This is an optimization exercise on Yosys and OpenROAD, whose aim is small area, a short achievable clock period and few clock cycles per item, not a production implementation. Function was checked by simulation only, so behaviour that the tests miss may differ from the original. No activity file was given, so power comes from the tool's default toggle rates.

## env_step_top
module env_step_top (
    input  wire         i_clk,
    input  wire         i_rstn,
    input  wire  [31:0] i_mem_rdata,
    output logic [5:0]  o_mem_addr,
    output logic [31:0] o_mem_wdata,
    output logic        o_mem_we
);
Size in the first run: about 73 I/O pins, ~17000 µm² of cells after synthesis.
Settings: LEC_CHECK=0, ABC_AREA=1, CAP_MARGIN=20, CORE_MARGIN=2, CORE_UTILIZATION=60, CTS_CLUSTER_DIAMETER=80, CTS_CLUSTER_SIZE=30, SETUP_SLACK_MARGIN=2.5, SLEW_MARGIN=20, TNS_END_PERCENT=50; clock period 4.5 ns.
run.sh (not shown) runs the stock make flow with config.mk's settings and CLKGATE_MAP_FILE= SYNTH_SCRIPT=/design/flow/synth_recipe.tcl, a recipe that flattens the netlist after the stock synthesis.
The starting point passed the timing, DRC and antenna checks.
Testbench counts at the start, summed over its fixed seeds: cycles 38,473, steps 1,600.
==> next run, changes <==
- CORE_UTILIZATION: 60 -> 55
- TNS_END_PERCENT: 50 -> default
- via count goes down by 1.2%
- routed wire length is higher by 0.94%
- register-to-register slack is about the same
- cell count came out higher by 1.4%
- maximum frequency is higher by 4.0%
- clock power climbs by 8.7%
- hold slack degrades by 0.0030 ns
- cell area grows by 1.8%
- setup slack is better by 0.080 ns
- area after synthesis is unchanged
==> next run, changes <==
- CORE_UTILIZATION: 55 -> 60
- GPL_TIMING_DRIVEN: default -> 0
Result:
- first-iteration DRC count came out higher by 20%
- setup slack degrades by 0.054 ns
- design area shrinks by 1.2%
- global-route usage climbs by 3.3 points
- worst hold slack gets better by 0.0056 ns
- combinational power goes up by about 2%
- routed wire length grows by 4.4%
- power came out lower by 0.80%
- fmax is lower by 2.7%
- utilization grows by 5.3 points
- via count is higher by 2.5%
==> next run, changes <==
- GPL_TIMING_DRIVEN: 0 -> default
- TNS_END_PERCENT: default -> 20
=> Global-route usage came out lower by 1.5 points. Critical path depth does not change. Total power came out lower by 2.3%. Clock-buffer cell count came out lower by 2.

Setup of blue:
The RTL this note starts from:
==> flow/design.v <==
`timescale 1ns/1ps
`default_nettype none
module env_step_top (
    input  wire         i_clk,
    input  wire         i_rstn,
    input  wire  [31:0] i_mem_rdata,
    output logic [5:0]  o_mem_addr,
    output logic [31:0] o_mem_wdata,
    output logic        o_mem_we
);
    localparam logic [5:0] ACT_ADDR  = 6'd16;
    localparam logic [5:0] FLAG_ADDR = 6'd17;
    localparam logic [5:0] OBS_ADDR  = 6'd18;
    localparam logic [5:0] RWD_ADDR  = 6'd34;
    localparam logic [5:0] DONE_ADDR = 6'd35;
    localparam logic [2:0] S_POLLF = 3'd0;  
    localparam logic [2:0] S_POLLA = 3'd1;  
    localparam logic [2:0] S_FIRST = 3'd2;  
    localparam logic [2:0] S_LOAD  = 3'd3;  
    localparam logic [2:0] S_WRITE = 3'd4;  
    localparam logic [2:0] S_RWD   = 3'd5;
    localparam logic [2:0] S_DONE  = 3'd6;
    localparam logic [2:0] S_CLEAR = 3'd7;
    logic [31:0] ring [16];
    logic [15:0] pv;       
    logic [31:0] w;        
    logic [15:0] ad;       
    logic [3:0]  ph;
    logic [2:0]  st;
    logic [3:0]  cnt;
    logic        loaded;   
    logic        ins;      
    logic [5:0]  addr_q;
    logic        we_q;
    assign o_mem_addr  = addr_q;
    assign o_mem_wdata = w;
    assign o_mem_we    = we_q;
    logic               act;
    logic [15:0]        vel_n;
    logic [15:0]        pos_n;
    logic signed [15:0] wpos;
    logic               wdone;
    logic [3:0]         wenv;
    logic [15:0]        ad_n;
    logic [31:0]        rwd_word;
    assign act   = (st == S_FIRST) ? i_mem_rdata[ph] : ad[ph];
    assign vel_n = act ? (ring[0][15:0] + 16'd1) : (ring[0][15:0] - 16'd1);
    assign pos_n = act ? (pv + 16'd1) : (pv - 16'd1);
    assign wpos  = w[31:16];
    assign wdone = (wpos > 16'sd1000) || (wpos < -16'sd1000);
    assign wenv  = ph - 4'd1;  
    always_comb begin
        ad_n = ad;
        if (st == S_WRITE) ad_n[wenv] = wdone;
    end
    always_comb begin
        rwd_word = '0;
        for (int i = 0; i < 16; i++) rwd_word[2*i] = ~ad_n[i];
    end
    always_ff @(posedge i_clk) begin
        for (int j = 0; j < 16; j++) ring[j] <= ring[(j + 1) % 16];
        if (ins) ring[1] <= i_mem_rdata;
        if (st == S_WRITE) ring[14] <= w;
        pv <= ring[1][31:16] + ring[1][15:0];
        if (st == S_FIRST || (st == S_LOAD && cnt == 4'd0)) ad <= i_mem_rdata[15:0];
        else ad <= ad_n;
        case (st)
            S_WRITE: w <= (cnt == 4'd15) ? rwd_word : {pos_n, vel_n};
            S_RWD:   w <= {16'd0, ad};
            S_DONE:  w <= '0;
            default: w <= {pos_n, vel_n};
        endcase
    end
    always_ff @(posedge i_clk or negedge i_rstn) begin
        if (!i_rstn) begin
            st     <= S_POLLF;
            ph     <= '0;
            cnt    <= '0;
            loaded <= 1'b0;
            ins    <= 1'b0;
            addr_q <= FLAG_ADDR;
            we_q   <= 1'b0;
        end else begin
            ph  <= ph + 4'd1;
            ins <= (st == S_LOAD);
            case (st)
                S_POLLF: begin
                    st     <= S_POLLA;
                    addr_q <= ACT_ADDR;
                end
                S_POLLA: begin
                    if (i_mem_rdata != '0) begin
                        if (i_mem_rdata == 32'd2 || !loaded) begin
                            st     <= S_LOAD;
                            cnt    <= '0;
                            addr_q <= {2'b00, ph + 4'd4};
                        end else begin
                            st <= S_FIRST;
                        end
                    end else begin
                        st     <= S_POLLF;
                        addr_q <= FLAG_ADDR;
                    end
                end
                S_FIRST: begin
                    st     <= S_WRITE;
                    cnt    <= '0;
                    addr_q <= OBS_ADDR + {2'b00, ph};
                    we_q   <= 1'b1;
                end
                S_LOAD: begin
                    cnt    <= cnt + 4'd1;
                    addr_q <= {2'b00, ph + 4'd4};
                    if (cnt == 4'd15) begin
                        st     <= S_WRITE;
                        loaded <= 1'b1;
                        addr_q <= OBS_ADDR + {2'b00, ph};
                        we_q   <= 1'b1;
                    end
                end
                S_WRITE: begin
                    cnt    <= cnt + 4'd1;
                    addr_q <= OBS_ADDR + {2'b00, ph};
                    if (cnt == 4'd15) begin
                        st     <= S_RWD;
                        addr_q <= RWD_ADDR;
                    end
                end
                S_RWD: begin
                    st     <= S_DONE;
                    addr_q <= DONE_ADDR;
                end
                S_DONE: begin
                    st     <= S_CLEAR;
                    addr_q <= FLAG_ADDR;
                end
                default: begin  
                    st     <= S_POLLF;
                    addr_q <= FLAG_ADDR;
                    we_q   <= 1'b0;
                end
            endcase
        end
    end
endmodule
`default_nettype wire
clock: 4.5 ns
lec_check: 0
abc_clock_period_in_ps: 2000
cap_margin: 20
core_margin: 2
core_utilization: 40
setup_slack_margin: 2.5
slew_margin: 20
blue ended with every stage complete and zero timing, DRC or antenna violations.
Testbench counts of blue, summed over its fixed seeds: cycles 38,095, steps 1,600.
For red, these inputs were changed with respect to blue:
# blue
export LEC_CHECK = 0
export ABC_CLOCK_PERIOD_IN_PS = 2000
export CAP_MARGIN = 20
export CORE_MARGIN = 2
export CORE_UTILIZATION = 40
export SETUP_SLACK_MARGIN = 2.5
export SLEW_MARGIN = 20
create_clock -name core_clock -period 4.5 [get_ports {i_clk}]
# red
export LEC_CHECK = 0
export ABC_CLOCK_PERIOD_IN_PS = 2200
export CAP_MARGIN = 20
export CORE_MARGIN = 2
export CORE_UTILIZATION = 40
export SETUP_SLACK_MARGIN = 2.0
export SLEW_MARGIN = 20
create_clock -name core_clock -period 4.5 [get_ports {i_clk}]
Measured against each other, red and blue differ in via count of the first global-routing pass, the higher figure coming from blue.
Changes observed in red relative to blue: number of combinational gates with multiple inputs level; reg-to-reg setup timing slack decreased 0.03 ns; critical path arrival went up by 0.08 ns.
Between red and blue, it is red whose met1 routing resource usage after global routing is lower, by 2.4 points.
blue ended up with w[30] as its last element of the critical path; red ended up with w[14].
Sort red and blue by DRC violation total after the first TritonRoute iteration, ascending, and red comes first.
red was carried through to the last stage, and its layout satisfied the timing, DRC and antenna checks.
red: area added between synthesis and finish is 1.1 points lower than what blue reported.
Total power: red lower than blue
Final period demand of the worst path: higher on red

-- port drivers added, routing unchanged --
In the flow no input, the clock included, has a driving cell. The finished layouts below were timed again as built, in two steps.
Step 1: set_driving_cell puts a clkbuf_16 on i_clk and a buf_2 on each other input, an assumption about the parent block.
Step 2 also shifts input and output timing later by t, the mid clock arrival at the registers, as if the neighbouring blocks saw the same clock.
Three values: no drivers, after step 1, after step 2; two values: the first two.
run	t (ns)	setup WS [ns]	pins driven straight from the clock port
the first run of note 1	0.615	2.432 / 2.379 / 1.921	1
the second run of note 1	0.609	2.512 / 2.461 / 1.992	1
the third run of note 1	0.619	2.458 / 2.405 / 1.894	1
the fourth run of note 1	0.615	2.425 / 2.371 / 1.925	1
blue	0.649	0.967 / 0.967 / 0.392	1
red	0.647	0.940 / 0.940 / 0.389	1
After both steps setup and hold are still met in every run listed. The setup slack of blue, which loses most, moves by 0.000 ns with the drivers and by -0.575 ns with both steps.
